Context: an optimization exercise on an open-source flow, tuned for small area and a short achievable clock period. The choices shown serve that exercise and are no tape-out recipe. At most, simulation tests tie the RTL to the original design; equivalence was not proved. Only the layout flow was run in run 5; the RTL was not checked for function there. No activity file was given, so power comes from the tool's default toggle rates.

$ cat flow/flow/run.sh
#!/bin/bash
# Layout flow: the standard flow (standard synthesis unchanged), with the
# port buffers made from plain buffers instead of delay buffers, the resizer
# allowed to pick any drive strength (not only cells of the same footprint),
# and a larger setup margin for timing repair. Each step's full output is in
# orfs/logs; make's own output is in make_finish.log here.
set -euo pipefail
bash standard.sh \
    "BUFFER_PORTS_ARGS=-buffer_cell sky130_fd_sc_hd__buf_1" \
    MATCH_CELL_FOOTPRINT=0 \
    SETUP_SLACK_MARGIN=5.6 \
    finish > make_finish.log 2>&1
$ cat flow/standard.sh
#!/bin/bash
# synth_recipe.tcl (not shown) runs the flow's synth.tcl, then flattens the netlist and writes it again
# the make line also repeats each setting of config.mk as NAME=value (left out here)
make -C /OpenROAD-flow-scripts/flow DESIGN_CONFIG=/design/flow/config.mk WORK_HOME=/design/flow/orfs CLKGATE_MAP_FILE= SYNTH_SCRIPT=/design/flow/synth_recipe.tcl "${@:-finish}"
$ cat flow/config.mk
export PLATFORM = sky130hd
export DESIGN_NAME = motion_command_word_parser_core
export DESIGN_NICKNAME = motion_command_word_parser_core
export VERILOG_FILES = /design/flow/design.v
export SDC_FILE = /design/flow/constraint.sdc
export NUM_CORES = 4
export LEC_CHECK = 0
export ABC_AREA = 1
export ABC_CLOCK_PERIOD_IN_PS = 4500
export CAP_MARGIN = 20
export CORE_MARGIN = 2
export CORE_UTILIZATION = 65
export CTS_CLUSTER_DIAMETER = 120
export CTS_CLUSTER_SIZE = 30
export PLACE_DENSITY = 0.75
export SETUP_SLACK_MARGIN = 5
export SLEW_MARGIN = 20
$ cat flow/constraint.sdc
create_clock -name core_clock -period 10.0 [get_ports {aclk}]
set_input_delay 2.0000 -clock core_clock [delete_from_list [all_inputs] [get_ports {aclk}]]
set_output_delay 2.0000 -clock core_clock [all_outputs]
set_load 0.01 [all_outputs]
$ cat flow/design.v
package mcwp_pkg;
    localparam logic [3:0] CODE_DOT   = 4'b1010;
    localparam logic [3:0] CODE_EMPTY = 4'b1100;
    localparam logic [2:0] STATUS_OK       = 3'd0;
    localparam logic [2:0] STATUS_CANCEL   = 3'd1;
    localparam logic [2:0] STATUS_BAD_CHAR = 3'd2;
    localparam logic [2:0] STATUS_BAD_NUM  = 3'd3;
    localparam logic [2:0] STATUS_LIMIT    = 3'd4;
    localparam logic [16:0] LIMIT_RESET = 17'd99999;
    function automatic logic gt17(input logic [16:0] a, input logic [16:0] b);
        logic c;
        c = 1'b0;
        for (int i = 0; i < 17; i++) begin
            c = (a[i] & ~b[i]) | ((a[i] | ~b[i]) & c);
        end
        gt17 = c;
    endfunction
endpackage
module mcwp_axis_shape (
    input  logic [23:0] codes,
    output logic        bad,
    output logic        empty
);
    logic [5:0] dot, emp, dig;
    always_comb begin
        for (int i = 0; i < 6; i++) begin
            dot[i] = codes[4*i+3] & codes[4*i+1];
            emp[i] = codes[4*i+3] & codes[4*i+2];
            dig[i] = !dot[i] && !emp[i];
        end
    end
    logic tail_ok, sh_a, sh_b, sh_c, sh_d;
    always_comb begin
        tail_ok = !dot[3] && !dot[4] && !dot[5];
        sh_a  = dot[0] && dig[1] && !dot[2] && tail_ok;    
        sh_b  = dig[0] && dot[1] && dig[2] && tail_ok;     
        sh_c  = dig[0] && dig[1] && dot[2] && tail_ok;     
        sh_d  = dig[0] && !dot[1] && emp[2];               
        empty = emp[0];
        bad   = !(sh_a || sh_b || sh_c || sh_d || empty);
    end
endmodule
module mcwp_axis_align (
    input  logic [23:0] codes,
    output logic [19:0] digits      
);
    logic [5:0] dot, emp;
    logic [3:0] dv [6];
    logic p0, p1, p2;
    always_comb begin
        for (int i = 0; i < 6; i++) begin
            dot[i] = codes[4*i+3] & codes[4*i+1];
            emp[i] = codes[4*i+3] & codes[4*i+2];
            dv[i]  = {codes[4*i+3] & !codes[4*i+2], codes[4*i+2] & !codes[4*i+3],
                      codes[4*i+1], codes[4*i]};
        end
        p0 = dot[0];
        p1 = dot[1] || emp[1];
        p2 = !p0 && !p1;
        digits[19:16] = p2 ? dv[0] : 4'd0;
        digits[15:12] = p2 ? dv[1] : p1 ? dv[0] : 4'd0;
        digits[11:8]  = p2 ? dv[3] : p1 ? dv[2] : dv[1];
        digits[7:4]   = p2 ? dv[4] : p1 ? dv[3] : dv[2];
        digits[3:0]   = p2 ? dv[5] : p1 ? dv[4] : dv[3];
    end
endmodule
module mcwp_axis_conv (
    input  logic [19:0] digits,
    input  logic [16:0] limit,
    output logic [16:0] mils,
    output logic        over        
);
    logic [3:0] dT, dK, dH, dt, du;
    logic [16:0] r0, r1;
    assign dT = digits[19:16];
    assign dK = digits[15:12];
    assign dH = digits[11:8];
    assign dt = digits[7:4];
    assign du = digits[3:0];
    logic [16:0] p_dT;    
    assign p_dT[0] = 1'b0;
    assign p_dT[1] = 1'b0;
    assign p_dT[2] = 1'b0;
    assign p_dT[3] = 1'b0;
    assign p_dT[4] = (dT[0]);
    assign p_dT[5] = (dT[1]);
    assign p_dT[6] = (dT[2]);
    assign p_dT[7] = (dT[3]);
    assign p_dT[8] = (dT[0]);
    assign p_dT[9] = (!dT[1] && dT[0]) || (dT[1] && !dT[0]);
    assign p_dT[10] = (!dT[2] && dT[1]) || (!dT[2] && dT[0]) || (dT[2] && !dT[1] && !dT[0]);
    assign p_dT[11] = (dT[3]) || (dT[2] && !dT[0]) || (dT[1] && !dT[0]);
    assign p_dT[12] = (dT[3]) || (dT[2] && !dT[1] && !dT[0]) || (dT[1] && dT[0]);
    assign p_dT[13] = (!dT[3] && !dT[2] && dT[0]) || (dT[3] && !dT[0]) || (dT[2] && dT[1] && !dT[0]);
    assign p_dT[14] = (dT[3] && dT[0]) || (!dT[2] && dT[1]) || (dT[2] && !dT[1] && dT[0]) || (dT[1] && !dT[0]);
    assign p_dT[15] = (dT[2] && !dT[1]) || (dT[2] && !dT[0]);
    assign p_dT[16] = (dT[3]) || (dT[2] && dT[1] && dT[0]);
    logic [13:0] p_dK;    
    assign p_dK[0] = 1'b0;
    assign p_dK[1] = 1'b0;
    assign p_dK[2] = 1'b0;
    assign p_dK[3] = (dK[0]);
    assign p_dK[4] = (dK[1]);
    assign p_dK[5] = (!dK[2] && dK[0]) || (dK[2] && !dK[0]);
    assign p_dK[6] = (!dK[3] && !dK[2] && !dK[1] && dK[0]) || (dK[3] && !dK[0]) || (dK[2] && dK[1]) || (dK[1] && !dK[0]);
    assign p_dK[7] = (!dK[3] && !dK[2] && dK[0]) || (!dK[2] && dK[1]) || (dK[2] && !dK[1]);
    assign p_dK[8] = (dK[3]) || (dK[2]) || (dK[1]) || (dK[0]);
    assign p_dK[9] = (dK[3]) || (dK[2]) || (dK[1]) || (dK[0]);
    assign p_dK[10] = (dK[3] && !dK[0]) || (dK[2] && !dK[0]) || (dK[1] && !dK[0]);
    assign p_dK[11] = (dK[3] && !dK[0]) || (dK[2] && !dK[1] && !dK[0]) || (dK[1] && dK[0]);
    assign p_dK[12] = (dK[3] && !dK[0]) || (dK[2] && dK[1]) || (dK[2] && dK[0]);
    assign p_dK[13] = (dK[3] && dK[0]);
    logic [9:0] p_dH;    
    assign p_dH[0] = 1'b0;
    assign p_dH[1] = 1'b0;
    assign p_dH[2] = (dH[0]);
    assign p_dH[3] = (dH[1]);
    assign p_dH[4] = (dH[2]);
    assign p_dH[5] = (!dH[3] && dH[0]) || (dH[3] && !dH[0]);
    assign p_dH[6] = (!dH[3] && !dH[1] && dH[0]) || (dH[1] && !dH[0]);
    assign p_dH[7] = (dH[3] && dH[0]) || (!dH[2] && dH[1] && !dH[0]) || (dH[2] && !dH[1]) || (dH[2] && dH[0]);
    assign p_dH[8] = (dH[3]) || (!dH[2] && dH[1] && dH[0]) || (dH[2] && !dH[1]);
    assign p_dH[9] = (dH[3]) || (dH[2] && dH[1]);
    logic [6:0] p_dt;    
    assign p_dt[0] = 1'b0;
    assign p_dt[1] = (dt[0]);
    assign p_dt[2] = (dt[1]);
    assign p_dt[3] = (!dt[2] && dt[0]) || (dt[2] && !dt[0]);
    assign p_dt[4] = (dt[3]) || (!dt[2] && dt[1]) || (dt[2] && !dt[1] && dt[0]) || (dt[1] && !dt[0]);
    assign p_dt[5] = (dt[2] && !dt[1]) || (dt[2] && !dt[0]);
    assign p_dt[6] = (dt[3]) || (dt[2] && dt[1] && dt[0]);
    logic cs1;
    logic cs2;
    assign cs1 = p_dK[3] ^ p_dH[3];
    assign cs2 = p_dK[3] & p_dH[3];
    logic cs3;
    logic cs4;
    assign cs3 = p_dT[4] ^ p_dK[4] ^ p_dH[4];
    assign cs4 = (p_dT[4] & p_dK[4]) | (p_dT[4] & p_dH[4]) | (p_dK[4] & p_dH[4]);
    logic cs5;
    logic cs6;
    assign cs5 = p_dT[5] ^ p_dK[5] ^ p_dH[5];
    assign cs6 = (p_dT[5] & p_dK[5]) | (p_dT[5] & p_dH[5]) | (p_dK[5] & p_dH[5]);
    logic cs7;
    logic cs8;
    assign cs7 = p_dT[6] ^ p_dK[6] ^ p_dH[6];
    assign cs8 = (p_dT[6] & p_dK[6]) | (p_dT[6] & p_dH[6]) | (p_dK[6] & p_dH[6]);
    logic cs9;
    logic cs10;
    assign cs9 = p_dT[7] ^ p_dK[7];
    assign cs10 = p_dT[7] & p_dK[7];
    logic cs11;
    logic cs12;
    assign cs11 = p_dT[8] ^ p_dK[8];
    assign cs12 = p_dT[8] & p_dK[8];
    logic cs13;
    logic cs14;
    assign cs13 = p_dT[9] ^ p_dK[9];
    assign cs14 = p_dT[9] & p_dK[9];
    logic cs15;
    logic cs16;
    assign cs15 = p_dH[2] ^ p_dt[2];
    assign cs16 = p_dH[2] & p_dt[2];
    logic cs17;
    logic cs18;
    assign cs17 = cs1 ^ p_dt[3] ^ du[3];
    assign cs18 = (cs1 & p_dt[3]) | (cs1 & du[3]) | (p_dt[3] & du[3]);
    logic cs19;
    logic cs20;
    assign cs19 = cs2 ^ cs3 ^ p_dt[4];
    assign cs20 = (cs2 & cs3) | (cs2 & p_dt[4]) | (cs3 & p_dt[4]);
    logic cs21;
    logic cs22;
    assign cs21 = cs4 ^ cs5 ^ p_dt[5];
    assign cs22 = (cs4 & cs5) | (cs4 & p_dt[5]) | (cs5 & p_dt[5]);
    logic cs23;
    logic cs24;
    assign cs23 = cs6 ^ cs7 ^ p_dt[6];
    assign cs24 = (cs6 & cs7) | (cs6 & p_dt[6]) | (cs7 & p_dt[6]);
    logic cs25;
    logic cs26;
    assign cs25 = cs8 ^ cs9 ^ p_dH[7];
    assign cs26 = (cs8 & cs9) | (cs8 & p_dH[7]) | (cs9 & p_dH[7]);
    logic cs27;
    logic cs28;
    assign cs27 = cs10 ^ cs11 ^ p_dH[8];
    assign cs28 = (cs10 & cs11) | (cs10 & p_dH[8]) | (cs11 & p_dH[8]);
    logic cs29;
    logic cs30;
    assign cs29 = cs12 ^ cs13 ^ p_dH[9];
    assign cs30 = (cs12 & cs13) | (cs12 & p_dH[9]) | (cs13 & p_dH[9]);
    logic cs31;
    logic cs32;
    assign cs31 = cs14 ^ p_dT[10] ^ p_dK[10];
    assign cs32 = (cs14 & p_dT[10]) | (cs14 & p_dK[10]) | (p_dT[10] & p_dK[10]);
    logic cs33;
    logic cs34;
    assign cs33 = p_dT[11] ^ p_dK[11];
    assign cs34 = p_dT[11] & p_dK[11];
    logic cs35;
    logic cs36;
    assign cs35 = p_dT[12] ^ p_dK[12];
    assign cs36 = p_dT[12] & p_dK[12];
    logic cs37;
    logic cs38;
    assign cs37 = p_dT[13] ^ p_dK[13];
    assign cs38 = p_dT[13] & p_dK[13];
    assign r0 = {p_dT[16], p_dT[15], cs38, cs36, cs34, cs32, cs30, cs28, cs26, cs24, cs22, cs20, cs18, cs16, cs15, p_dt[1], du[0]};
    assign r1 = {1'b0, 1'b0, p_dT[14], cs37, cs35, cs33, cs31, cs29, cs27, cs25, cs23, cs21, cs19, cs17, du[2], du[1], 1'b0};
    assign mils = r0 + r1;
    logic [16:0] nl, cs_s, cs_c;
    logic [17:0] cy;
    assign nl   = ~limit;
    assign cs_s = r0 ^ r1 ^ nl;
    assign cs_c = (r0 & r1) | (r0 & nl) | (r1 & nl);
    always_comb begin
        cy[0] = 1'b0;
        cy[1] = 1'b0;
        for (int i = 1; i < 17; i++) begin
            cy[i+1] = (cs_s[i] & cs_c[i-1]) | ((cs_s[i] | cs_c[i-1]) & cy[i]);
        end
    end
    assign over = cy[17] | cs_c[16];
endmodule
module motion_command_word_parser_core (
    input  logic        aclk,
    input  logic        aresetn,
    input  logic        s_valid,
    output logic        s_ready,
    input  logic [7:0]  s_rx_byte,
    output logic        m_valid,
    input  logic        m_ready,
    output logic [2:0]  m_status,
    output logic [1:0]  m_error_axis,
    output logic [16:0] m_x_mils,
    output logic [16:0] m_y_mils,
    output logic [16:0] m_z_mils,
    input  logic        cfg_valid,
    output logic        cfg_ready,
    input  logic [2:0]  cfg_index,
    input  logic [16:0] cfg_data
);
    logic [2:0][16:0] limit_reg;
    logic [2:0][16:0] hold_reg;
    logic [71:0] st;           
    logic [2:0][16:0] val_n;     
    logic [1:0]  lw;           
    logic        sel_act;      
    logic [1:0]  sel_ax;       
    logic [2:0]  idx;          
    logic        discard;
    logic        mv;
    logic [2:0]  status_reg;
    logic [1:0]  axis_reg;
    logic [7:0] b;
    logic [7:0] bu;
    logic is_cr, is_etx, is_sp, is_letter, is_f, is_char, is_dot;
    logic [3:0] code;
    logic accept, act, finish, err_any, wr;
    assign b  = s_rx_byte;
    assign bu = b & 8'hDF;
    always_comb begin
        is_cr     = (b == 8'h0D);
        is_etx    = (b == 8'h03);
        is_sp     = (b == 8'h20);
        is_f      = (bu == 8'h46);
        is_letter = (bu == 8'h58) || (bu == 8'h59) || (bu == 8'h5A) || is_f;
        is_dot    = (b == 8'h2E);
        is_char   = ((b >= 8'h30) && (b <= 8'h39)) || is_dot;
        code      = is_dot ? mcwp_pkg::CODE_DOT : b[3:0];
    end
    assign s_ready   = !mv || m_ready;
    assign cfg_ready = 1'b1;
    assign accept    = s_valid && s_ready;
    assign act       = accept && !discard;
    assign finish    = act && is_cr;
    assign err_any   = act && (is_etx || (sel_act && !is_cr && !is_sp && !is_letter && !is_char));
    assign wr        = act && sel_act && is_char && !(idx[2] && idx[1]);
    logic [16:0] cfg_limit_d, cfg_hold_d;
    logic [5:0]  cfg_en;
    always_comb begin
        cfg_limit_d = aresetn ? cfg_data : mcwp_pkg::LIMIT_RESET;
        cfg_hold_d  = aresetn ? cfg_data : 17'd0;
        for (int k = 0; k < 6; k++) begin
            cfg_en[k] = !aresetn || (cfg_valid && cfg_index == 3'(k));
        end
    end
    always_ff @(posedge aclk) begin
        for (int a = 0; a < 3; a++) begin
            if (cfg_en[a])     limit_reg[a] <= cfg_limit_d;
            if (cfg_en[a + 3]) hold_reg[a]  <= cfg_hold_d;
        end
    end
    logic [2:0]  bad, empty, over, fresh;
    logic [23:0] wr_cur, wr_new;
    logic [19:0] wr_digits;
    logic [19:0] conv_in;
    logic [16:0] conv_limit;
    logic [16:0] conv_mils;
    logic        conv_over;
    mcwp_axis_shape u_shape_x (.codes(st[23:0]),  .bad(bad[0]), .empty(empty[0]));
    mcwp_axis_shape u_shape_y (.codes(st[47:24]), .bad(bad[1]), .empty(empty[1]));
    mcwp_axis_shape u_shape_z (.codes(st[71:48]), .bad(bad[2]), .empty(empty[2]));
    always_comb begin
        case (sel_ax)
            2'd0:    wr_cur = st[23:0];
            2'd1:    wr_cur = st[47:24];
            default: wr_cur = st[71:48];
        endcase
        for (int i = 0; i < 6; i++) begin
            wr_new[4*i +: 4] = (idx == 3'(i)) ? code : wr_cur[4*i +: 4];
        end
    end
    mcwp_axis_align u_align (.codes(wr_new), .digits(wr_digits));
    always_ff @(posedge aclk) begin
        conv_in <= wr_digits;
    end
    always_comb begin
        for (int a = 0; a < 3; a++) fresh[a] = (lw == 2'(a));
        case (lw)
            2'd0:    conv_limit = limit_reg[0];
            2'd1:    conv_limit = limit_reg[1];
            default: conv_limit = limit_reg[2];
        endcase
    end
    mcwp_axis_conv u_conv (.digits(conv_in), .limit(conv_limit), .mils(conv_mils), .over(conv_over));
    logic [2:0] fin_status;
    logic [1:0] fin_axis;
    always_comb begin
        for (int a = 0; a < 3; a++) begin
            over[a] = !empty[a] && (fresh[a] ? conv_over : mcwp_pkg::gt17(~val_n[a], limit_reg[a]));
        end
        if (|bad) begin
            fin_status = mcwp_pkg::STATUS_BAD_NUM;
            fin_axis   = bad[2] ? 2'd2 : bad[1] ? 2'd1 : 2'd0;
        end else if (|over) begin
            fin_status = mcwp_pkg::STATUS_LIMIT;
            fin_axis   = over[2] ? 2'd2 : over[1] ? 2'd1 : 2'd0;
        end else begin
            fin_status = mcwp_pkg::STATUS_OK;
            fin_axis   = 2'd0;
        end
    end
    always_ff @(posedge aclk) begin
        for (int a = 0; a < 3; a++) begin
            if (s_ready && is_cr && empty[a]) begin
                val_n[a] <= ~hold_reg[a];
            end else if (fresh[a]) begin
                val_n[a] <= ~conv_mils;
            end
        end
    end
    always_ff @(posedge aclk) begin
        if (!aresetn) begin
            lw <= 2'd3;
        end else begin
            lw <= wr ? sel_ax : 2'd3;
        end
    end
    logic       st_clr;
    logic [3:0] st_d;
    assign st_clr = !aresetn || (accept && is_cr);
    assign st_d   = st_clr ? mcwp_pkg::CODE_EMPTY : code;
    always_ff @(posedge aclk) begin
        for (int a = 0; a < 3; a++) begin
            for (int i = 0; i < 6; i++) begin
                if (st_clr || (wr && sel_ax == 2'(a) && idx == 3'(i))) begin
                    st[a*24+i*4 +: 4] <= st_d;
                end
            end
        end
    end
    always_ff @(posedge aclk) begin
        if (!aresetn) begin
            sel_act <= 1'b0;
            discard <= 1'b0;
            mv      <= 1'b0;
        end else begin
            mv <= finish || err_any || (mv && !m_ready);
            if (accept) begin
                if (is_cr) begin
                    sel_act <= 1'b0;
                    discard <= 1'b0;
                end else if (!discard) begin
                    if (err_any) begin
                        discard <= 1'b1;
                    end else if (is_letter) begin
                        sel_act <= 1'b1;
                    end else if (sel_act && is_char && idx[2] && idx[1]) begin
                        sel_act <= 1'b0;
                    end
                end
            end
        end
    end
    always_ff @(posedge aclk) begin
        if (accept && is_letter) begin
            sel_ax <= {b[1] | is_f, b[0] | is_f};
            idx    <= 3'd0;
        end else if (wr) begin
            idx    <= idx + 3'd1;
        end
    end
    always_ff @(posedge aclk) begin
        if (s_ready) begin
            if (is_cr) begin
                status_reg <= fin_status;
                axis_reg   <= fin_axis;
            end else if (is_etx) begin
                status_reg <= mcwp_pkg::STATUS_CANCEL;
                axis_reg   <= 2'd0;
            end else begin
                status_reg <= mcwp_pkg::STATUS_BAD_CHAR;
                axis_reg   <= sel_ax;
            end
        end
    end
    logic res_bad;
    assign res_bad      = (status_reg != mcwp_pkg::STATUS_OK);
    assign m_valid      = mv;
    assign m_status     = status_reg;
    assign m_error_axis = axis_reg;
    assign m_x_mils     = ~(val_n[0] | {17{res_bad}});
    assign m_y_mils     = ~(val_n[1] | {17{res_bad}});
    assign m_z_mils     = ~(val_n[2] | {17{res_bad}});
endmodule
==> impl_metrics.csv, run 1 <==
group,metric,value,unit
status,status,"complete, no violations",
route,wl_met1,13800,um
yosys,synth_seq_cells,260,
floorplanning,design.core.area,20800,um^2
route,met2_length,17300,um
sta,tns,0,ns
worst_setup_path,crit_path_end_kind,"output port",
grt,overflow,0,
sta,relSlewSlack,28.3,%
yosys,avgSynthCellArea,9.35,um^2
yosys,synth.cell_area,13600,um^2
sta,timing.final.crit_share,44.0,%
clock_network,cts_tree,"done",
worst_setup_path,worstPathMaxFanout,7,
worst_setup_path,crit_end,"s_ready",
worst_setup_path,startpoint,"m_ready",
layout,nets,1631,
floorplanning,dieArea,22200,um^2
layout,fin_util,71.3,%
sta,hold_viol_final,0,
clock_network,root_buffer,"clkbuf_16",
route,drc,0,
placement,post-place-cells,1791,
worst_setup_path,start_kind,"input pin",
power,ir_drop,176,uV
yosys,yosysWarnings,5,
grt,grt_max_degree,52,
route,routedWlPerCell,20.0,um
sta,max_freq,227,MHz
power,p_per_area,241,nW/um^2
route,top_layer,"met4",
clock_network,clk_latency,0.49,ns
layout,final_cell_count_no_fill,1816,
clock_network,ctsHtreeMaxLevel,1,
route,num_vias,10700,
sta,fin_ws,5.60,ns
layout,final_area,14900,um^2
hold_path,hold_depth,2,
floorplanning,placementRows,53,
route,dr_wl_met3,3320,um
clock_network,clkSinkCount,260,
clock_network,cts_buffer_depth,3,
route,antenna_left,0,
layout,area_delta_synth_final,8.87,%
power,leakage,6.39,nW
yosys,yosysUniqueCellTypes,57,
floorplanning,die_width,149,um
placement,dp_slack,5.05,ns
clock_network,cts_made_buffers,12,
route,dr.pass1.iters,5,
worst_setup_path,worstPathRequired,8.00,ns
worst_setup_path,rr_endpoint,"val_n[50]",
hold_path,hold_class,"reg2reg",
grt,grt_first_pass_wirelength,55200,um
grt,grt_pass1_vias,10100,
worst_setup_path,r2r_start,"conv_in[14]",
yosys,yosysSeqAreaShare,55.2,%
worst_setup_path,cp.arrival,2.40,ns
yosys,yosysTopAreaCellShare,51.0,%
worst_setup_path,r2r_cells,22,
yosys,synthArstFlopShare,0,%
yosys,synth.net_count,1553,
grt,antenna_found_initial,0,
yosys,synth_edf_count,232,
sta,fin_crit,4.40,ns
layout,diodes,0,
floorplanning,top_level_ports,92,
yosys,synthCells,1460,
yosys,synth_area_leaders,"edfxtp_1, nand2_1, inv_1, dfxtp_1, nor2_1",
job,maxCapViolations,0,
sta,skew,0.0222,ns
route,viasPerCell,5.89,
sta,drv_slew,0,
yosys,synth_largest_area_cell,"edfxtp_1",
layout,top_register,"st",
placement,dp_hpwl,26800,um
route,drt-initial-drc-count,1066,
sta,setup_viol,0,
sta,rsz0062_at_grt,"true",
worst_setup_path,crit_type,"in2out",
clock_network,clk_pin_slew,0.11,ns
yosys,ys.flop_type,"edfxtp_1",
placement,postPlaceCellArea,14300,um^2
route,wl,36400,um
sta,worst-slew-pin-transition,1.08,ns
floorplanning,die_h,149,um
layout,drive_gt1_share,7.59,%
worst_setup_path,rrSetupSlack,5.77,ns
clock_network,hold_buffers,0,
placement,io_buffers,90,
grt,grt_usage,32.9,%
layout,largest_reg_flops,72,
floorplanning,start_util,65.5,%
placement,place_congestion,0.926,
per-stage QoR:
step | hold WS (ns) | power, mW
3_5_place_dp | 0.471 | 2.96
4_1_cts | 0.496 | 3.52
3_3_place_gp | 0.454 | 2.90
5_1_grt | 0.524 | 3.83
2_1_floorplan | 0.441 | 2.54
6_report | 0.492 | 3.58
cell usage in the layout (no fill, tap or decap), types with 4 or more instances in the layout:
master     instances
ha_1              31
nor2_1           143
inv_1            221
nor3_1            12
nand2_2            7
nand3_1           33
edfxtp_1         232
a21oi_1           74
dfxtp_1           24
or2_2             14
buf_1             87
a22oi_1            5
xor2_1             9
nand3_2            4
a22o_1             7
nor2_2             4
buf_4             15
a211oi_1           5
nand2_1          308
o22ai_1           42
fa_1              26
nor2_4             4
inv_2             20
a221oi_1           5
o21ai_0           56
nand4_1            4
clkbuf_16         13
o221ai_1           4
o21ai_1           60
worst max-delay path, cell delays in order:
cell,delay (ns)
buf_6,0.10
nor2_4,0.12
inv_4,0.06
buf_6,0.12
routing by layer:
| layer | vias to the layer above | global-route usage, % |
|---|---|---|
| li1 | 5023 | - |
| met1 | 4970 | 43.2 |
| met2 | 592 | 54.4 |
| met3 | 112 | 4.77 |
| met4 | 0 | 16.3 |
| met5 | - | 0 |
kinds of logic (layout without fill, tap and decap cells):
kind of cell    Yosys count  after routing  synth area share, %
fa+ha+maj                60             60                 6.93
simple gates            547            547                 16.5
other cells               1              1               0.0275
flops                   260            260                 55.2
buf+inv                 287            368                 8.07
xor+xnor                 14             14                0.898
compound gates          291            291                 12.4
layout make-up:
| class | instances | area [um^2] |
|---|---|---|
| timing repair buffer | 105 | 467 |
| sequential | 260 | 7540 |
| clock inverter | 1 | 11.3 |
| multi-input combinational | 913 | 5220 |
| tap | 275 | 344 |
| inverter | 246 | 935 |
| fill | 1605 | 5970 |
| clock buffer | 16 | 337 |
power breakdown:
part | leakage, nW | switching [mW] | total [mW] | internal (mW)
clock | 0.170 | 0.325 | 0.568 | 0.243
combinational | 3.75 | 0.988 | 1.58 | 0.590
sequential | 2.47 | 0.0545 | 1.44 | 1.38
total | 6.39 | 1.37 | 3.58 | 2.21
timing repair:
action	4_1_cts	5_1_grt
pin swaps	1	8
buffers inserted	1	7
endpoints found under the hold margin	0	0
resized for setup	6	48
endpoints found under the setup margin	26	99
Yosys cell counts, types with 7 or more instances:
master and number:
o21ai_1 53, inv_1 225, inv_2 18, nand3_1 37, clkbuf_1 30, a22o_1 7
edfxtp_1 232, o21ai_0 68, fa_1 26, nor3_1 13, a21oi_1 74, ha_1 34
xor2_1 10, nand2_1 313, nor2_1 147, or2_2 14, dfxtp_1 28, o22ai_1 42
worst min path at each step:
stage                     startpoint       to  slack (ns)
final                        discard  discard        0.49
after detailed placement     discard  discard        0.47
after floorplan              discard  discard        0.44
after global placement       discard  discard        0.45
after global routing         discard  discard        0.52
after CTS                    discard  discard        0.50
==> inputs of run 2 (changes only) <==
--- a/flow/config.mk
+++ b/flow/config.mk
@@ -11,6 +11,5 @@
 export CORE_MARGIN = 2
-export CORE_UTILIZATION = 65
+export CORE_UTILIZATION = 40
 export CTS_CLUSTER_DIAMETER = 120
 export CTS_CLUSTER_SIZE = 30
-export PLACE_DENSITY = 0.75
 export SETUP_SLACK_MARGIN = 5
==> impl_metrics.csv, run 2 <==
group,metric,value,unit
status,status,"complete, no violations",
clock_network,ctsHtreeMaxLevel,1,
worst_setup_path,crit_type,"in2out",
sta,hold_viol_final,0,
yosys,synth.net_count,1553,
clock_network,clk_pin_slew,0.12,ns
layout,diodes,0,
grt,use_met2,32.2,%
grt,grt_usage,20.4,%
clock_network,clk_latency,0.50,ns
power,p_per_area,236,nW/um^2
yosys,avgSynthCellArea,9.35,um^2
route,drc,0,
floorplanning,die_width,189,um
grt,grt_most_used_layer,"met2",
yosys,yosysSeqAreaShare,55.2,%
clock_network,cts_tree,"done",
sta,max_freq,228,MHz
floorplanning,design.core.area,33500,um^2
power,leakage,6.40,nW
grt,grt_max_degree,52,
route,num_vias,10400,
yosys,yosysTopAreaCellShare,51.0,%
floorplanning,top_level_ports,92,
worst_setup_path,start_kind,"input pin",
layout,area_delta_synth_final,10.4,%
sta,rsz0062_at_grt,"true",
clock_network,clkSinkCount,260,
grt,groute.layer.met3.usage,2.57,%
worst_setup_path,cp.arrival,2.38,ns
sta,fin_crit,4.38,ns
power,power,3.55,mW
clock_network,root_buffer,"clkbuf_16",
floorplanning,dieArea,35600,um^2
route,viasPerCell,5.24,
layout,nets,1632,
yosys,synth_edf_count,232,
yosys,synthCells,1460,
layout,final_cell_count_no_fill,1989,
grt,grt_use_met1,29.8,%
layout,largest_reg_flops,72,
worst_setup_path,worstPathMaxFanout,2,
clock_network,cts_buffer_depth,3,
sta,setup_viol,0,
yosys,synth_area_leaders,"edfxtp_1, nand2_1, inv_1, dfxtp_1, nor2_1",
yosys,synthArstFlopShare,0,%
route,wl,37100,um
sta,drv_slew,0,
route,antenna_left,0,
sta,tns,0,ns
layout,fin_util,44.9,%
power,ir_drop,140,uV
yosys,yosysUniqueCellTypes,57,
floorplanning,die_h,189,um
placement,dp_hpwl,27500,um
sta,relSlewSlack,29.3,%
layout,layout_common_cells,"nand2_1, edfxtp_1, inv_1",
yosys,yosys.cell_count.top_type,"nand2_1",
sta,skew,0.0247,ns
layout,fillCellCount,3239,
placement,place_congestion,0.930,
grt,grt_pass1_vias,9785,
route,dr.pass1.iters,5,
worst_setup_path,crit_path_end_kind,"output port",
floorplanning,placementRows,67,
job,maxCapViolations,0,
yosys,synth.cell_area,13600,um^2
yosys,ys.flop_type,"edfxtp_1",
grt,antenna_found_initial,0,
clock_network,hold_buffers,0,
hold_path,hold_class,"reg2reg",
worst_setup_path,worstPathRequired,8.00,ns
clock_network,cts_made_buffers,12,
yosys,synth_commonest_cells,"nand2_1, edfxtp_1, inv_1, nor2_1, a21oi_1",
route,routedWlPerCell,18.6,um
layout,top_register,"st",
sta,worst-slew-pin-transition,1.06,ns
yosys,synth_largest_area_cell,"edfxtp_1",
placement,post-place-cells,1965,
placement,io_buffers,90,
layout,drive_gt1_share,7.79,%
sta,timing.final.crit_share,43.8,%
yosys,synth_seq_cells,260,
grt,grt_first_pass_wirelength,55800,um
layout,layout_commonest_cell,"nand2_1",
grt,overflow,0,
route,drt-initial-drc-count,1009,
yosys,yosysWarnings,5,
floorplanning,start_util,40.7,%
## run 2: cell counts after synthesis
No cell type changed its count.
## run 2: per-stage QoR
stage	hold slack (ns)	cell area, um^2	worst slack (ns)
final	0.485	15100	5.62
after global routing	0.511	15100	5.46
after CTS	0.485	14900	5.58
after detailed placement	0.464	14500	5.13
after global placement	0.457	14500	5.26
after floorplan	0.441	13600	5.64
## run 2: path summary, 6_finish.rpt
path | startpoint | endpoint | slack [ns] | cells past startpoint
min | sel_act | sel_act | 0.48 | 2
max reg2reg | conv_in[12] | val_n[16] | 5.75 | 22
max | m_ready | s_ready | 5.62 | 4
min reg2reg | sel_act | sel_act | 0.48 | 2
## run 2: final cells by class
cell class | instances | area (um^2) | area share [%]
clock buffer | 15 | 333 | 2.21
clock inverter | 1 | 11.3 | 0.0747
inverter | 246 | 933 | 6.19
multi-input combinational | 913 | 5230 | 34.7
sequential | 260 | 7530 | 50.0
tap | 448 | 561 | 3.72
timing repair buffer | 106 | 468 | 3.11
## run 2: power breakdown
part	switching (mW)	internal [mW]
clock	0.321	0.241
combinational	0.970	0.588
sequential	0.0525	1.38
## run 2: worst max-delay path, cell delays in order
cell    delay [ns]
buf_1         0.08
nor2_2        0.12
inv_2         0.06
buf_6         0.12
## run 2: logic make-up (layout without fill, tap and decap cells)
family	count (synthesis)	count (layout)	synth area share [%]
xor gates and xnor gates	14	14	0.898
DFF	260	260	55.2
buffers and inverters	287	368	8.07
and+or+nand+nor	547	547	16.5
other	1	1	0.0275
AOI/OAI and AO/OA	291	291	12.4
adders and majority gates	60	60	6.93
## run 2: per-layer routing
layer | up-vias | wire (um)
met5 | - | 0
met3 | 51 | 2770
met4 | 0 | 807
met2 | 413 | 16600
li1 | 5017 | -
met1 | 4948 | 16900
## run 2: repair_timing
item / 4_1_cts / 5_1_grt
setup buffers: 1 / 7
resized for setup: 7 / 38
setup endpoints to repair: 10 / 118
pin swaps: 0 / 5
==> inputs of run 3 (changes only) <==
--- a/flow/config.mk
+++ b/flow/config.mk
@@ -8,3 +8,2 @@
 export ABC_AREA = 1
-export ABC_CLOCK_PERIOD_IN_PS = 4500
 export CAP_MARGIN = 20
==> impl_metrics.csv, run 3 <==
group,metric,value,unit
status,status,"complete, no violations",
yosys,yosysSeqAreaShare,55.2,%
placement,postPlaceCellArea,14500,um^2
route,routedWlPerCell,18.6,um
worst_setup_path,crit_type,"in2out",
yosys,avgSynthCellArea,9.35,um^2
yosys,synthArstFlopShare,0,%
yosys,synth.net_count,1553,
layout,final_area,15100,um^2
floorplanning,top_level_ports,92,
route,antenna_left,0,
yosys,synth_commonest_cells,"nand2_1, edfxtp_1, inv_1, nor2_1, a21oi_1",
layout,drive_gt1_share,7.79,%
power,ir_drop,140,uV
yosys,synth_compound_area_share,12.4,%
sta,hold_viol_final,0,
grt,grt_first_pass_wirelength,55800,um
placement,io_buffers,90,
worst_setup_path,r2r_cells,22,
yosys,ys.flop_type,"edfxtp_1",
placement,dp_hpwl,27500,um
yosys,synth_edf_count,232,
grt,overflow,0,
layout,top_register,"st",
power,p_per_area,236,nW/um^2
yosys,synthCells,1460,
worst_setup_path,cp.arrival,2.38,ns
placement,place_congestion,0.930,
hold_path,hold_depth,2,
yosys,synth_top_family_by_area,"simple AND/OR/NAND/NOR gates",
floorplanning,dieArea,35600,um^2
power,leakage,6.40,nW
yosys,synth_xor_area_share,0.899,%
layout,largest_reg_flops,72,
yosys,yosysTopAreaCellShare,51.0,%
layout,final_cell_count_no_fill,1989,
worst_setup_path,start_kind,"input pin",
worst_setup_path,worstPathRequired,8.00,ns
route,wl,37100,um
route,dr.pass1.iters,5,
route,viasPerCell,5.24,
layout,layout_commonest_cell,"nand2_1",
clock_network,clk_pin_slew,0.12,ns
floorplanning,design.core.area,33500,um^2
sta,relSlewSlack,29.3,%
placement,post-place-cells,1965,
clock_network,clkSinkCount,260,
clock_network,root_buffer,"clkbuf_16",
yosys,synth_area_leaders,"edfxtp_1, nand2_1, inv_1, dfxtp_1, nor2_1",
sta,max_freq,228,MHz
sta,worst-slew-pin-transition,1.06,ns
grt,grt_usage,20.4,%
clock_network,ctsHtreeMaxLevel,1,
yosys,yosys.area_share.simple,16.5,%
yosys,yosys.cell_count.top_type,"nand2_1",
worst_setup_path,r2r_start,"conv_in[12]",
layout,area_delta_synth_final,10.4,%
yosys,yosysWarnings,5,
layout,layout_common_cells,"nand2_1, edfxtp_1, inv_1",
floorplanning,die_h,189,um
hold_path,hold_class,"reg2reg",
sta,setup_viol,0,
worst_setup_path,startpoint,"m_ready",
layout,multiInputGateArea,5230,um^2
sta,rsz0062_at_grt,"true",
yosys,yosysUniqueCellTypes,57,
sta,tns,0,ns
sta,skew,0.0247,ns
layout,nets,1632,
grt,grt_max_degree,52,
job,maxCapViolations,0,
yosys,synthAdderAreaFrac,6.93,%
sta,timing.final.crit_share,43.8,%
floorplanning,start_util,40.7,%
yosys,synth.cell_area,13600,um^2
clock_network,cts_buffer_depth,3,
grt,grt_pass1_vias,9785,
layout,regArea,7530,um^2
yosys,muxShareOfSynthArea,0,%
yosys,synth_seq_cells,260,
worst_setup_path,worstPathMaxFanout,2,
worst_setup_path,crit_path_end_kind,"output port",
clock_network,clk_latency,0.50,ns
route,drt-initial-drc-count,1009,
floorplanning,die_width,189,um
route,num_vias,10400,
layout,fillCellCount,3239,
hold_path,worstHoldStart,"sel_act",
sta,fin_crit,4.38,ns
clock_network,cts_tree,"done",
layout,diodes,0,
sta,drv_slew,0,
grt,antenna_found_initial,0,
yosys,synth_largest_area_cell,"edfxtp_1",
route,drc,0,
floorplanning,placementRows,67,
clock_network,cts_made_buffers,12,
-- run 3: path summary, 6_finish.rpt --
check / slack (ns) / end
max: 5.62 / s_ready
min: 0.48 / sel_act
max reg2reg: 5.75 / val_n[16]
min reg2reg: 0.48 / sel_act
-- run 3: cell type report --
cell class                      instances  area share (%)
Clock buffer                           15            2.21
Clock inverter                          1          0.0747
Multi-Input combinational cell        913            34.7
Sequential cell                       260            50.0
Inverter                              246            6.19
Tap cell                              448            3.72
Timing Repair Buffer                  106            3.11
-- run 3: timing repair --
action                                 in CTS  in global routing
endpoints found under the hold margin       0                  0
gates resized for setup                     7                 38
hold buffers                                0                  0
setup buffers                               1                  7
setup endpoints to repair                  10                118
pin swaps                                   0                  5
-- run 3: kinds of logic (layout without fill, tap and decap cells) --
group	after synthesis	count (layout)
other	1	1
adder cells (fa/ha/maj)	60	60
AND/OR/NAND/NOR	547	547
XOR/XNOR	14	14
buffers and inverters	287	368
flip-flops	260	260
AO/OA/AOI/OAI	291	291
-- run 3: report_power, final --
group	internal [mW]	leakage (nW)	switching (mW)
combinational	0.588	3.77	0.970
sequential	1.38	2.46	0.0525
clock	0.241	0.169	0.321
-- run 3: stage by stage --
stage	power, mW	util, %	setup WS, ns	hold slack [ns]
floorplan	2.54	-	5.64	0.441
global placement	2.92	43.2	5.26	0.457
detailed placement	2.95	43.2	5.13	0.464
CTS	3.51	44.3	5.58	0.485
global route	3.83	44.9	5.46	0.511
finish	3.55	44.9	5.62	0.485
-- run 3: routing by layer --
metal / share of wire, % / GRT usage (%) / vias to the layer above
li1: - / - / 5017
met1: 46 / 29.8 / 4948
met2: 45 / 32.2 / 413
met3: 7.5 / 2.57 / 51
met4: 2.2 / 5.41 / 0
met5: 0 / 0 / -
-- run 3: worst max-delay path, stage by stage --
cell and delay (ns):
buf_1 0.08, nor2_2 0.12, inv_2 0.06, buf_6 0.12
==> inputs of run 4 (changes only) <==
--- a/flow/config.mk
+++ b/flow/config.mk
@@ -8,2 +8,3 @@
 export ABC_AREA = 1
+export ABC_CLOCK_PERIOD_IN_PS = 4500
 export CAP_MARGIN = 20
@@ -11,4 +12,4 @@
 export CORE_UTILIZATION = 40
-export CTS_CLUSTER_DIAMETER = 120
-export CTS_CLUSTER_SIZE = 30
+export CTS_CLUSTER_DIAMETER = 100
+export CTS_CLUSTER_SIZE = 36
 export SETUP_SLACK_MARGIN = 5
==> impl_metrics.csv, run 4 <==
group,metric,value,unit
floorplanning,dieArea,35600,um^2
grt,grt_usage,20.4,%
job,maxCapViolations,0,
layout,top_register,"st",
sta,tns,0,ns
clock_network,cts_made_buffers,11,
route,antenna_left,0,
worst_setup_path,crit_type,"in2out",
worst_setup_path,worstPathRequired,8.00,ns
route,dr.pass1.iters,5,
floorplanning,start_util,40.7,%
route,num_vias,10400,
worst_setup_path,cp.arrival,2.38,ns
power,p_per_area,237,nW/um^2
worst_setup_path,crit_path_end_kind,"output port",
clock_network,hold_buffers,0,
clock_network,root_buffer,"clkbuf_16",
route,viasPerCell,5.23,
yosys,yosysUniqueCellTypes,57,
route,drc,0,
placement,place_congestion,0.930,
yosys,yosysTopAreaCellShare,51.0,%
yosys,synth_edf_count,232,
yosys,yosysSeqAreaShare,55.2,%
yosys,yosys.cell_count.top_type,"nand2_1",
layout,diodes,0,
power,p_sw_share,37.6,%
sta,skew,0.0180,ns
sta,hold_viol_final,0,
power,comb_power_share,43.6,%
power,p_int,2.23,mW
worst_setup_path,worstPathMaxFanout,2,
sta,max_freq,228,MHz
grt,grt_max_degree,52,
layout,fin_util,45.0,%
clock_network,ctsHtreeMaxLevel,1,
sta,timing.final.crit_share,43.8,%
placement,dp_hpwl,27500,um
power,leakage,6.41,nW
clock_network,cts_tree,"done",
sta,fin_crit,4.38,ns
status,status,"complete, no violations",
route,drt-initial-drc-count,977,
sta,drv_slew,0,
route,routedWlPerCell,18.6,um
sta,rsz0062_at_grt,"true",
hold_path,hold_class,"reg2reg",
yosys,avgSynthCellArea,9.35,um^2
clock_network,clk_latency,0.49,ns
layout,final_cell_count_no_fill,1989,
grt,grt_pass1_vias,9759,
layout,final_area,15100,um^2
clock_network,clk_pin_slew,0.12,ns
power,clockPowerShare,16.3,%
yosys,yosysWarnings,5,
sta,fin_ws,5.62,ns
layout,area_delta_synth_final,10.6,%
yosys,synth_seq_cells,260,
placement,dp_slack,5.13,ns
yosys,synth_largest_area_cell,"edfxtp_1",
floorplanning,design.core.area,33500,um^2
yosys,synth_area_leaders,"edfxtp_1, nand2_1, inv_1, dfxtp_1, nor2_1",
placement,io_buffers,90,
sta,relSlewSlack,29.2,%
placement,postPlaceCellArea,14500,um^2
yosys,synth.cell_area,13600,um^2
sta,setup_viol,0,
layout,layout_common_cells,"nand2_1, edfxtp_1, inv_1",
grt,overflow,0,
sta,worst-slew-pin-transition,1.06,ns
floorplanning,top_level_ports,92,
layout,largest_reg_flops,72,
power,ir_drop,117,uV
grt,antenna_found_initial,0,
floorplanning,placementRows,67,
route,wl,37000,um
layout,layout_commonest_cell,"nand2_1",
clock_network,cts_buffer_depth,3,
layout,drive_gt1_share,7.98,%
layout,fillCellCount,3238,
yosys,synth_commonest_cells,"nand2_1, edfxtp_1, inv_1, nor2_1, a21oi_1",
floorplanning,die_width,189,um
yosys,ys.flop_type,"edfxtp_1",
yosys,synthCells,1460,
power,power_frac_seq,40.1,%
yosys,synth.net_count,1553,
floorplanning,die_h,189,um
worst_setup_path,start_kind,"input pin",
yosys,synthArstFlopShare,0,%
grt,grt_first_pass_wirelength,55800,um
placement,post-place-cells,1965,
power,switchingPower,1.34,mW
layout,nets,1632,
clock_network,clkSinkCount,260,
==> run 4: cell types whose count changed in the layout (fill, tap and decap cells not counted), sizes merged <==
cell	previous run	this run
buf	104	105
bufinv	0	2
clkbuf	17	13
clkinv	1	2
==> run 4: cell type report <==
class                      instances  area (um^2)  share of cell area (%)
sequential                       260         7530                    49.9
multi-input combinational        913         5230                    34.6
inverter                         246          936                    6.20
tap                              448          561                    3.71
timing repair buffer             107          475                    3.15
clock buffer                      11          275                    1.82
clock inverter                     4         85.1                   0.564
==> run 4: per-stage QoR <==
stage	total power, mW	hold WS [ns]
floorplan	2.54	0.441
global placement	2.92	0.457
detailed placement	2.95	0.464
CTS	3.53	0.485
global route	3.86	0.512
finish	3.58	0.484
==> run 4: worst max-delay path, stage by stage <==
cell and delay (ns):
buf_1 0.08, nor2_2 0.12, inv_2 0.06, buf_6 0.12
==> run 4: cells by family (layout without fill, tap and decap cells) <==
kind of cell	count (synthesis)	after routing	synth area share, %
other	1	1	0.0275
buffers and inverters	287	368	8.07
DFF	260	260	55.2
and+or+nand+nor	547	547	16.5
AOI/OAI and AO/OA	291	291	12.4
xor gates and xnor gates	14	14	0.898
adders and majority gates	60	60	6.93
==> run 4: what timing repair did <==
item | CTS | global route
hold endpoints to repair | 0 | 0
cloned | 0 | 0
setup endpoints to repair | 10 | 113
pin swaps | 0 | 5
gates resized for setup | 7 | 40
buffers inserted | 1 | 8
==> run 4: per-layer routing <==
layer	up-vias	track usage, %	share of wire [%]
met5	-	0	0
met4	0	5.50	2.3
met3	52	2.44	7.0
met2	409	32.3	45
met1	4927	29.9	46
li1	5011	-	-
==> run 4: power by group through the flow <==
stage	logic [mW]	registers, mW	clock network, mW
finish	1.56	1.43	0.582
CTS	1.51	1.43	0.593
global route	1.78	1.44	0.632
global placement	1.47	1.45	0
detailed placement	1.49	1.46	0
floorplan	1.11	1.44	0
==> run 4: worst paths after layout <==
path                    start   endpoint  slack, ns  cells past startpoint
setup / recovery      m_ready    s_ready       5.62                      4
hold / removal        sel_act    sel_act       0.48                      2
setup reg to reg  conv_in[12]  val_n[16]       5.75                     22
hold reg to reg       sel_act    sel_act       0.48                      2
==> inputs of run 5 (changes only) <==
--- a/flow/design.v
+++ b/flow/design.v
@@ -68,3 +68,3 @@
     input  logic [19:0] digits,
-    input  logic [16:0] limit,
+    input  logic [16:0] limit_n,    
     output logic [16:0] mils,
@@ -212,3 +212,3 @@
     logic [17:0] cy;
-    assign nl   = ~limit;
+    assign nl   = limit_n;
     assign cs_s = r0 ^ r1 ^ nl;
@@ -242,3 +242,3 @@
 );
-    logic [2:0][16:0] limit_reg;
+    logic [2:0][16:0] limit_n;   
     logic [2:0][16:0] hold_reg;
@@ -278,2 +278,6 @@
     assign wr        = act && sel_act && is_char && !(idx[2] && idx[1]);
+    logic       st_clr;
+    logic [3:0] st_d;
+    assign st_clr = !aresetn || (accept && is_cr);
+    assign st_d   = st_clr ? mcwp_pkg::CODE_EMPTY : code;
     logic [16:0] cfg_limit_d, cfg_hold_d;
@@ -281,3 +285,3 @@
     always_comb begin
-        cfg_limit_d = aresetn ? cfg_data : mcwp_pkg::LIMIT_RESET;
+        cfg_limit_d = aresetn ? ~cfg_data : ~mcwp_pkg::LIMIT_RESET;
         cfg_hold_d  = aresetn ? cfg_data : 17'd0;
@@ -289,3 +293,3 @@
         for (int a = 0; a < 3; a++) begin
-            if (cfg_en[a])     limit_reg[a] <= cfg_limit_d;
+            if (cfg_en[a])     limit_n[a]   <= cfg_limit_d;
             if (cfg_en[a + 3]) hold_reg[a]  <= cfg_hold_d;
@@ -300,5 +304,5 @@
     logic        conv_over;
-    mcwp_axis_shape u_shape_x (.codes(st[23:0]),  .bad(bad[0]), .empty(empty[0]));
-    mcwp_axis_shape u_shape_y (.codes(st[47:24]), .bad(bad[1]), .empty(empty[1]));
-    mcwp_axis_shape u_shape_z (.codes(st[71:48]), .bad(bad[2]), .empty(empty[2]));
+    assign empty[0] = st[3]  & st[2];
+    assign empty[1] = st[27] & st[26];
+    assign empty[2] = st[51] & st[50];
     always_comb begin
@@ -314,2 +318,15 @@
     mcwp_axis_align u_align (.codes(wr_new), .digits(wr_digits));
+    logic       wr_bad, wr_empty_unused;
+    logic [2:0] bad_reg;
+    mcwp_axis_shape u_shape (.codes(wr_new), .bad(wr_bad), .empty(wr_empty_unused));
+    always_ff @(posedge aclk) begin
+        for (int a = 0; a < 3; a++) begin
+            if (st_clr) begin
+                bad_reg[a] <= 1'b0;
+            end else if (wr && sel_ax == 2'(a)) begin
+                bad_reg[a] <= wr_bad;
+            end
+        end
+    end
+    assign bad = bad_reg;
     always_ff @(posedge aclk) begin
@@ -320,8 +337,8 @@
         case (lw)
-            2'd0:    conv_limit = limit_reg[0];
-            2'd1:    conv_limit = limit_reg[1];
-            default: conv_limit = limit_reg[2];
+            2'd0:    conv_limit = limit_n[0];
+            2'd1:    conv_limit = limit_n[1];
+            default: conv_limit = limit_n[2];
         endcase
     end
-    mcwp_axis_conv u_conv (.digits(conv_in), .limit(conv_limit), .mils(conv_mils), .over(conv_over));
+    mcwp_axis_conv u_conv (.digits(conv_in), .limit_n(conv_limit), .mils(conv_mils), .over(conv_over));
     logic [2:0] fin_status;
@@ -330,3 +347,3 @@
         for (int a = 0; a < 3; a++) begin
-            over[a] = !empty[a] && (fresh[a] ? conv_over : mcwp_pkg::gt17(~val_n[a], limit_reg[a]));
+            over[a] = !empty[a] && (fresh[a] ? conv_over : mcwp_pkg::gt17(limit_n[a], val_n[a]));
         end
@@ -359,6 +376,2 @@
     end
-    logic       st_clr;
-    logic [3:0] st_d;
-    assign st_clr = !aresetn || (accept && is_cr);
-    assign st_d   = st_clr ? mcwp_pkg::CODE_EMPTY : code;
     always_ff @(posedge aclk) begin
--- a/flow/config.mk
+++ b/flow/config.mk
@@ -12,4 +12,4 @@
 export CORE_UTILIZATION = 40
-export CTS_CLUSTER_DIAMETER = 100
-export CTS_CLUSTER_SIZE = 36
+export CTS_CLUSTER_DIAMETER = 120
+export CTS_CLUSTER_SIZE = 30
 export SETUP_SLACK_MARGIN = 5
==> impl_metrics.csv, run 5 <==
group,metric,value,unit
route,viasPerCell,5.22,
route,num_vias,10300,
yosys,yosysSeqAreaShare,56.3,%
power,leakage,6.41,nW
clock_network,cts_tree,"done",
floorplanning,start_util,40.4,%
layout,diodes,0,
sta,max_freq,230,MHz
hold_path,hold_class,"reg2reg",
yosys,yosysUniqueCellTypes,50,
power,ir_drop,149,uV
sta,setup_viol,0,
sta,rsz0062_at_grt,"true",
grt,overflow,0,
grt,grt_max_degree,52,
clock_network,root_buffer,"clkbuf_16",
layout,top_register,"st",
floorplanning,placementRows,67,
layout,final_area,15200,um^2
clock_network,clk_pin_slew,0.11,ns
layout,layout_commonest_cell,"nand2_1",
worst_setup_path,crit_type,"in2out",
sta,worst-slew-pin-transition,0.997,ns
yosys,avgSynthCellArea,9.47,um^2
sta,timing.final.crit_share,43.5,%
sta,fin_hold_ws,0.502,ns
job,maxCapViolations,0,
clock_network,clk_latency,0.51,ns
clock_network,hold_buffers,0,
sta,relSlewSlack,33.6,%
worst_setup_path,crit_path_end_kind,"output port",
layout,largest_reg_flops,72,
layout,nets,1620,
route,antenna_left,0,
grt,grt_first_pass_wirelength,54900,um
grt,grt_usage,20.1,%
route,wl_met1,16500,um
yosys,synthArstFlopShare,0,%
placement,io_buffers,90,
floorplanning,die_h,188,um
worst_setup_path,worstPathRequired,8.00,ns
floorplanning,top_level_ports,92,
worst_setup_path,start_kind,"input pin",
placement,dp_hpwl,26000,um
worst_setup_path,cp.arrival,2.35,ns
sta,skew,0.0346,ns
grt,antenna_found_initial,0,
worst_setup_path,worstPathMaxFanout,2,
clock_network,cts_buffer_depth,3,
yosys,synth_area_leaders,"edfxtp_1, nand2_1, inv_1, dfxtp_1, o21ai_0",
route,wl,36300,um
yosys,ys.flop_type,"edfxtp_1",
route,dr_wl_met3,2300,um
yosys,yosysTopAreaCellShare,51.7,%
clock_network,ctsHtreeMaxLevel,1,
floorplanning,die_width,188,um
layout,layout_common_cells,"nand2_1, inv_1, edfxtp_1",
yosys,synth_edf_count,232,
yosys,synthCells,1423,
placement,place_congestion,0.866,
yosys,yosys.cell_count.top_type,"nand2_1",
sta,fin_ws,5.65,ns
route,drt-initial-drc-count,1087,
route,top_layer,"met4",
route,routedWlPerCell,18.3,um
yosys,synth_seq_cells,263,
yosys,synth.net_count,1516,
status,status,"complete, no violations",
placement,postPlaceCellArea,14400,um^2
clock_network,clkSinkCount,263,
layout,drive_gt1_share,8.35,%
grt,grt_pass1_vias,9735,
clock_network,cts_made_buffers,12,
route,met2_length,16700,um
placement,dp_slack,4.09,ns
sta,tns,0,ns
route,dr.pass1.iters,5,
floorplanning,design.core.area,33400,um^2
yosys,synth_commonest_cells,"nand2_1, inv_1, edfxtp_1, nor2_1, o21ai_0",
sta,hold_viol_final,0,
yosys,synth.cell_area,13500,um^2
yosys,synth_largest_area_cell,"edfxtp_1",
layout,area_delta_synth_final,12.5,%
power,p_per_area,236,nW/um^2
yosys,yosysWarnings,5,
sta,drv_slew,0,
route,drc,0,
floorplanning,dieArea,35200,um^2
sta,fin_crit,4.35,ns
run 5: cell count changes after synthesis, moves of 9 or more:
cell	delta
a21oi_1	-15
o21ai_1	-47
inv_1	+16
o21ai_0	+49
inv_2	-13
or2_2	-9
run 5: final timing paths:
| path | start | slack [ns] | depth (start not counted) | to |
|---|---|---|---|---|
| max reg2reg | conv_in[12] | 5.72 | 23 | val_n[16] |
| min | discard | 0.50 | 2 | discard |
| min reg2reg | discard | 0.50 | 2 | discard |
| max | m_ready | 5.65 | 4 | s_ready |
run 5: kinds of logic after synthesis:
| logic type | share of synthesized area (%) |
|---|---|
| DFF | 56.3 |
| AOI/OAI and AO/OA | 12.5 |
| adders and majority gates | 7.02 |
| xor gates and xnor gates | 0.910 |
| and+or+nand+nor | 15.1 |
| other | 0.0278 |
| buffers and inverters | 8.08 |
run 5: area by class of cell:
type,count,area [um^2]
fill,3264,18200
timing repair inverter,2,15.0
timing repair buffer,124,611
clock buffer,19,348
clock inverter,1,8.76
tap,448,561
multi-input combinational,873,5070
sequential,263,7600
inverter,251,957
run 5: worst max-delay path, stage by stage:
cell,delay (ns)
buf_1,0.08
nor2_2,0.11
inv_2,0.05
clkbuf_2,0.12
run 5: report_power, final:
| group | switching [mW] | leakage, nW | internal, mW |
|---|---|---|---|
| combinational | 0.955 | 3.75 | 0.603 |
| sequential | 0.0456 | 2.49 | 1.39 |
| clock | 0.335 | 0.172 | 0.247 |
run 5: metrics by stage:
step                util, %  total power, mW  cells
global route           45.5             3.85   1981
detailed placement     43.0             2.87   1937
CTS                    44.7             3.49   1967
finish                 45.5             3.58   1981
global placement       43.0             2.83   1937
floorplan                 -             2.49   1423
run 5: what timing repair did:
action                     CTS  global route
setup endpoints to repair  165           186
cloned                       1             1
resized for setup           29            54
setup buffers                9            13
pin swaps                    5            24
run 5: routing by layer:
metal	up-vias	track usage, %
met5	-	0
met3	50	2.47
met1	4993	28.8
met4	0	5.54
li1	4945	-
met2	356	32.1
==> inputs of run 6 (changes only) <==
--- a/flow/design.v
+++ b/flow/design.v
@@ -347,3 +347,3 @@
         for (int a = 0; a < 3; a++) begin
-            over[a] = !empty[a] && (fresh[a] ? conv_over : mcwp_pkg::gt17(limit_n[a], val_n[a]));
+            over[a] = !empty[a] && (fresh[a] ? conv_over : mcwp_pkg::gt17(~val_n[a], ~limit_n[a]));
         end
==> impl_metrics.csv, run 6 <==
group,metric,value,unit
status,status,"complete, no violations",
worst_setup_path,worstPathRequired,8.00,ns
layout,layout_commonest_cell,"nand2_1",
clock_network,hold_buffers,0,
worst_setup_path,r2r_cells,24,
clock_network,clk_pin_slew,0.11,ns
grt,antenna_found_initial,0,
grt,grt_usage,20.0,%
grt,grt_first_pass_wirelength,54500,um
sta,tns,0,ns
route,drc,0,
layout,top_register,"st",
layout,drive_gt1_share,8.27,%
route,antenna_left,0,
layout,fillCellCount,3220,
grt,grt_pass1_vias,9433,
clock_network,cts_buffer_depth,3,
hold_path,hold_class,"reg2reg",
floorplanning,design.core.area,33400,um^2
clock_network,clk_latency,0.49,ns
worst_setup_path,rr_endpoint,"val_n[50]",
yosys,synthCells,1419,
job,maxCapViolations,0,
power,leakage,6.33,nW
power,p_per_area,239,nW/um^2
sta,fin_hold_ws,0.490,ns
floorplanning,die_width,188,um
layout,nets,1601,
clock_network,ctsHtreeMaxLevel,1,
yosys,yosys.cell_count.top_type,"nand2_1",
yosys,synth.net_count,1512,
worst_setup_path,worstPathMaxFanout,2,
route,wl,36000,um
yosys,synth.cell_area,13500,um^2
sta,rsz0062_at_grt,"true",
layout,layout_common_cells,"nand2_1, edfxtp_1, inv_1",
yosys,yosysSeqAreaShare,56.1,%
worst_setup_path,cpLargestDelayFamily,"buffers and inverters",
sta,hold_viol_final,0,
grt,grt_max_degree,52,
hold_path,hold_depth,2,
route,num_vias,10100,
yosys,yosysTopAreaCellShare,51.5,%
route,dr.pass1.iters,5,
placement,io_buffers,90,
sta,drv_slew,0,
yosys,ys.flop_type,"edfxtp_1",
clock_network,root_buffer,"clkbuf_16",
floorplanning,start_util,40.5,%
yosys,synth_edf_count,232,
yosys,synth_seq_cells,263,
sta,fin_crit,4.36,ns
clock_network,cts_made_buffers,12,
worst_setup_path,worst-path-buf-inv,3,
layout,area_delta_synth_final,11.2,%
clock_network,cts_tree,"done",
sta,setup_viol,0,
sta,skew,0.0211,ns
layout,largest_reg_flops,72,
power,power,3.60,mW
power,ir_drop,156,uV
route,drt-initial-drc-count,920,
yosys,synth_commonest_cells,"nand2_1, edfxtp_1, inv_1, nor2_1, o21ai_0",
worst_setup_path,cpMaxStageDelayCell,"clkbuf_2",
yosys,yosysWarnings,5,
yosys,synthArstFlopShare,0,%
worst_setup_path,crit_path_end_kind,"output port",
grt,overflow,0,
route,routedWlPerCell,18.4,um
floorplanning,top_level_ports,92,
yosys,synth_area_leaders,"edfxtp_1, nand2_1, inv_1, dfxtp_1, o21ai_0",
floorplanning,placementRows,67,
sta,max_freq,229,MHz
route,viasPerCell,5.16,
sta,relSlewSlack,28.2,%
worst_setup_path,r2r_start,"conv_in[15]",
yosys,yosysUniqueCellTypes,54,
worst_setup_path,cp_slowest_stage_delay,0.12,ns
worst_setup_path,path_cells,"buf_1 -> nor2_2 -> inv_2 -> clkbuf_2",
clock_network,clkSinkCount,263,
worst_setup_path,rrSetupSlack,5.67,ns
sta,timing.final.crit_share,43.6,%
hold_path,min_to,"sel_act",
worst_setup_path,crit_type,"in2out",
floorplanning,dieArea,35300,um^2
placement,dp_hpwl,26600,um
yosys,avgSynthCellArea,9.54,um^2
layout,multiInputGateArea,5100,um^2
worst_setup_path,cp.arrival,2.36,ns
floorplanning,die_h,188,um
sta,worst-slew-pin-transition,1.08,ns
yosys,synth_largest_area_cell,"edfxtp_1",
placement,place_congestion,0.881,
worst_setup_path,start_kind,"input pin",
layout,regArea,7600,um^2
hold_path,worstHoldStart,"sel_act",
[run 6: how the worst max path moves through the flow]
stage / start / end / slack [ns] / cells after the start
detailed placement: s_rx_byte[1] / st[48] / 5.16 / 11
global route: conv_in[15] / val_n[50] / 5.44 / 24
global placement: s_rx_byte[0] / val_n[25] / 5.31 / 9
floorplan: m_ready / s_ready / 5.70 / 2
finish: m_ready / s_ready / 5.64 / 4
CTS: m_ready / s_ready / 5.58 / 4
[run 6: final cells by class]
class                      count  area share (%)
tap                          448            3.73
sequential                   263            50.5
antenna                        1          0.0166
timing repair buffer         109            3.24
clock buffer                  16            2.24
multi-input combinational    872            33.9
inverter                     250            6.28
clock inverter                 1          0.0582
[run 6: where the power goes]
group	leakage, nW	internal, mW	total [mW]	switching [mW]
Clock	0.168	0.241	0.563	0.322
Combinational	3.67	0.619	1.59	0.975
Sequential	2.49	1.39	1.44	0.0478
[run 6: logic make-up (layout without fill, tap and decap cells)]
logic type               after synthesis  after routing  share of synthesized area [%]
adder cells (fa/ha/maj)               60             60                           6.99
other                                  1              2                         0.0277
XOR/XNOR                              14             14                          0.906
AO/OA/AOI/OAI                        290            290                           12.6
AND/OR/NAND/NOR                      507            507                           15.4
buffers and inverters                284            376                           7.94
flip-flops                           263            263                           56.1
[run 6: layer usage]
metal | global-route usage (%) | share of wire [%] | vias up
met2 | 31.2 | 45 | 382
li1 | - | - | 4912
met3 | 3.14 | 7.5 | 44
met1 | 29.2 | 45 | 4775
met4 | 5.18 | 2.2 | 0
met5 | 0 | 0 | -
[run 6: worst reg2reg max path, stage by stage, from the launching register on]
cell and delay, ns:
dfxtp_2 0.34, inv_2 0.09, nor2_4 0.06, nor2_2 0.12, o21ai_1 0.09, a31oi_2 0.21
fa_1 0.49, fa_1 0.55, inv_2 0.06, ha_4 0.29, nand2_4 0.05, nor3_2 0.15
nand2_1 0.08, o211ai_1 0.14, a21oi_1 0.14, o21bai_2 0.20, a21oi_2 0.09, o21bai_2 0.18
nand3_2 0.10, nand2_1 0.09, nand2_2 0.08, a21oi_4 0.21, xnor2_4 0.13, nand2_1 0.08
o21ai_1 0.07
[run 6: stage by stage]
step | setup slack (ns) | area (um^2) | util, % | std cells
floorplan | 5.70 | 13500 | - | 1419
global placement | 5.31 | 14400 | 43.0 | 1930
detailed placement | 5.16 | 14400 | 43.0 | 1930
CTS | 5.58 | 14800 | 44.2 | 1949
global route | 5.44 | 15000 | 45.0 | 1959
finish | 5.64 | 15000 | 45.0 | 1960
[run 6: repair_timing]
action                                  4_1_cts  5_1_grt
pin swaps                                     2       25
resized for setup                             8       53
setup buffers                                 2       10
endpoints found under the setup margin       10      142

-- port drivers added, routing unchanged --
Ports are ideal in the flow. The routed layouts listed here were re-timed in OpenROAD.
Step 1 (the two cells are an assumption about what drives the block):
set clk [get_ports {aclk}]
set_driving_cell -lib_cell sky130_fd_sc_hd__clkbuf_16 $clk
set_driving_cell -lib_cell sky130_fd_sc_hd__buf_2 [delete_from_list [all_inputs] $clk]
Step 2, shift: input delay + t, output delay - t, t = (earliest + latest rising clock arrival at the registers) / 2. This alone moves slack from input paths to output paths.
Three values: no drivers, after step 1, after step 2; two values: the first two.
run | t, ns | setup WS [ns] | clock arrival spread, ns | worst data-port slew with drivers (ns)
run 1 | 0.530 | 5.603 / 5.571 / 5.179 | 0.023 / 0.023 | 0.05
run 2 | 0.536 | 5.619 / 5.600 / 5.321 | 0.025 / 0.025 | 0.04
run 3 | 0.536 | 5.619 / 5.600 / 5.321 | 0.025 / 0.025 | 0.04
run 4 | 0.532 | 5.619 / 5.600 / 5.341 | 0.018 / 0.018 | 0.04
run 5 | 0.545 | 5.646 / 5.626 / 5.233 | 0.035 / 0.036 | 0.05
run 6 | 0.528 | 5.638 / 5.617 / 5.395 | 0.024 / 0.024 | 0.04
After both steps setup and hold are still met in every run listed. For run 1, which loses most, drivers alone change the setup slack by -0.032 ns; drivers and shift together by -0.424 ns.
